This is an optimization exercise on Yosys and OpenROAD, whose aim is small area and a short achievable clock period, not a production implementation. The RTL was checked by simulation tests, not by an equivalence proof against the original design.

==> flow/design.v (excerpt) <==
module md_sched #(
    parameter int unsigned MULT_CYCLES = 5,
    parameter int unsigned DIV_CYCLES  = 10
) (
    input  logic        clk,
    input  logic        reset_n,
    input  logic [2:0]  e_op,
    input  logic [31:0] e_rs,
    input  logic [31:0] e_rt,
    input  logic        e_kill,
    input  logic        d_is_md,
    output logic [31:0] hi,
    output logic [31:0] lo,
    output logic        busy,
    output logic        md_stall
);
==> flow/config.mk <==
export PLATFORM = sky130hd
export DESIGN_NAME = md_sched
export DESIGN_NICKNAME = md_sched
export VERILOG_FILES = /design/flow/design.v
export SDC_FILE = /design/flow/constraint.sdc
export NUM_CORES = 4
export LEC_CHECK = 0
export ABC_AREA = 1
export CAP_MARGIN = 0
export CORE_MARGIN = 2
export CORE_UTILIZATION = 65
export SLEW_MARGIN = 0
==> flow/constraint.sdc <==
create_clock -name core_clock -period 100.0 [get_ports {clk}]
set_input_delay 20.0000 -clock core_clock [delete_from_list [all_inputs] [get_ports {clk}]]
set_output_delay 20.0000 -clock core_clock [all_outputs]
set_load 0.01 [all_outputs]
standard.sh (not shown) runs the stock make flow with config.mk's settings and CLKGATE_MAP_FILE= SYNTH_SCRIPT=/design/flow/synth_recipe.tcl, a recipe that flattens the netlist after the stock synthesis.
==> flow/flow/run.sh <==
#!/bin/bash
# The standard layout with these changes:
#  * port buffers are sky130_fd_sc_hd__buf_1 (the default picks a larger,
#    slower delay buffer);
#  * clock tree synthesis runs with its default arguments plus
#    -dont_use_dummy_load (no dummy load cells) and larger sink clusters;
#  * after the unchanged standard synthesis, the full adders on the slowest
#    register paths (the divide rows) are upsized to fa_2, the synthesis
#    buffers are removed, gate+inverter pairs are merged into single cells,
#    and the md_stall logic is rebuilt as a shallow gate tree (flow/prep.tcl,
#    flow/invmerge.tcl, flow/md_stall.tcl).
# Each step's output goes to its own log in this folder.
set -euo pipefail
ARGS=("BUFFER_PORTS_ARGS=-buffer_cell sky130_fd_sc_hd__buf_1"
      "CTS_ARGS=-sink_clustering_enable -repair_clock_nets -dont_use_dummy_load -sink_clustering_size 30 -sink_clustering_max_diameter 80")
bash standard.sh "${ARGS[@]}" synth > synth.log 2>&1
export RESULTS=$PWD/orfs/results/sky130hd/md_sched/base
export FA_SLACK_LIMIT=62
openroad -no_init -exit flow/prep.tcl > prep.log 2>&1
touch "$RESULTS/1_synth.sdc"
bash standard.sh "${ARGS[@]}" finish > finish.log 2>&1
Other scripts of this flow, unchanged in this note and not shown: flow/flow/invmerge.tcl, flow/flow/md_stall.tcl, flow/flow/prep.tcl
The starting point completed with no timing, DRC or antenna violations.
Then changed:
--- a/flow/flow/run.sh
+++ b/flow/flow/run.sh
@@ -5,2 +4,0 @@
-#  * clock tree synthesis runs with its default arguments plus
-#    -dont_use_dummy_load (no dummy load cells) and larger sink clusters;
@@ -14,2 +12 @@
-ARGS=("BUFFER_PORTS_ARGS=-buffer_cell sky130_fd_sc_hd__buf_1"
-      "CTS_ARGS=-sink_clustering_enable -repair_clock_nets -dont_use_dummy_load -sink_clustering_size 30 -sink_clustering_max_diameter 80")
+ARGS=("BUFFER_PORTS_ARGS=-buffer_cell sky130_fd_sc_hd__buf_1")
After rerunning:
- The changed run passed the timing, design-rule and antenna checks
- worst setup slack improves by 0.0062 ns
- synthesized area is unchanged
- clock skew shrinks by 0.025 ns
- core utilization grows by 0.86 points


md_sched, a different RTL version from the one above (not shown whole).
For scale: about 2,300 cells after synthesis, roughly 180 flip-flops, about 21,000 µm² of cells after synthesis.
export LEC_CHECK = 0
export CAP_MARGIN = 0
export CORE_MARGIN = 2
export CORE_UTILIZATION = 65
export CTS_BUF_LIST = sky130_fd_sc_hd__clkbuf_4 sky130_fd_sc_hd__clkbuf_8
export SLEW_MARGIN = 0
create_clock -name core_clock -period 100.0 [get_ports {clk}]
==> flow/flow/run.sh <==
#!/bin/bash
set -euo pipefail
bash standard.sh "BUFFER_PORTS_ARGS=-buffer_cell sky130_fd_sc_hd__buf_1" finish > standard.log 2>&1
Rerun with:
==> flow/run.sh (new file) <==
#!/bin/bash
# synth_recipe.tcl (not shown) runs the flow's synth.tcl, then flattens the netlist and writes it again
# the make line also repeats each setting of config.mk as NAME=value (left out here)
make -C /OpenROAD-flow-scripts/flow DESIGN_CONFIG=/design/flow/config.mk WORK_HOME=/design/flow/orfs CLKGATE_MAP_FILE= SYNTH_SCRIPT=/design/flow/synth_recipe.tcl finish
==> flow/config.mk (replaced) <==
export PLATFORM = sky130hd
export DESIGN_NAME = md_sched
export DESIGN_NICKNAME = md_sched
export VERILOG_FILES = /design/flow/design.v
export SDC_FILE = /design/flow/constraint.sdc
export NUM_CORES = 4
export LEC_CHECK = 0
export CAP_MARGIN = 20
export CORE_MARGIN = 2
export CORE_UTILIZATION = 40
export SLEW_MARGIN = 20
removed: flow/flow/run.sh
removed: flow/standard.sh
After rerunning: Hold slack is worse by 0.0043 ns; worst setup slack is better by 0.34 ns; fmax increases slightly; die area increases by well over a third; cell count increases by roughly a tenth; non-clock buffer count increases by 3; via count decreases by a few percent; final area increases by a few percent.
Rerun with:
--- a/flow/config.mk
+++ b/flow/config.mk
@@ -6,6 +6,7 @@
 export NUM_CORES = 4
 export LEC_CHECK = 0
-export CAP_MARGIN = 20
+export CAP_MARGIN = 0
 export CORE_MARGIN = 2
-export CORE_UTILIZATION = 40
-export SLEW_MARGIN = 20
+export CORE_UTILIZATION = 65
+export CTS_BUF_LIST = sky130_fd_sc_hd__clkbuf_4 sky130_fd_sc_hd__clkbuf_8
+export SLEW_MARGIN = 0
Routed wire length went down by 5.7%. Critical path depth stays the same. Count of clock-buffer cells in the layout went up by 1. Register-to-register slack degrades by 0.02 ns. First-iteration DRC count went up by 41%. Clock skew went up by 0.0071 ns. Final area went down by 2.5%. Maximum frequency hardly moves.

-- port drivers added, routing unchanged --
The flow's constraints put no driver on any port. The routed layouts listed below were extracted and timed again, unchanged, in two steps. Step 1: set_driving_cell puts a clkbuf_16 on clk and a buf_2 on each other input, an assumption about the parent block. Step 2 adds t to the input delays and takes it off the output delays; t is the mean of the earliest and latest rising clock arrival at the registers after step 1. Input paths then give back, and output paths get back, about the clock's delay inside the block. a / b / c = ideal ports / drivers / drivers and shift; a / b = the first two.
run | shift t [ns] | slack for setup (ns) | hold slack, ns | worst setup path at the end | clock arrival spread, ns
the first run of note 1 | 0.481 | 59.217 / 59.193 / 59.193 | 0.483 / 0.483 / 0.483 | input to output | 0.043 / 0.043
the second run of note 1 | 0.502 | 59.223 / 59.199 / 59.199 | 0.486 / 0.486 / 0.486 | input to output | 0.017 / 0.017
the first run of note 2 | 0.563 | 56.947 / 56.947 / 56.947 | 0.481 / 0.481 / 0.481 | register to register | 0.020 / 0.020
the second run of note 2 | 0.550 | 57.286 / 57.286 / 57.286 | 0.477 / 0.477 / 0.477 | register to register | 0.014 / 0.013
the third run of note 2 | 0.570 | 57.265 / 57.265 / 57.265 | 0.473 / 0.473 / 0.473 | register to register | 0.022 / 0.021
After both steps setup and hold are still met in every run listed.
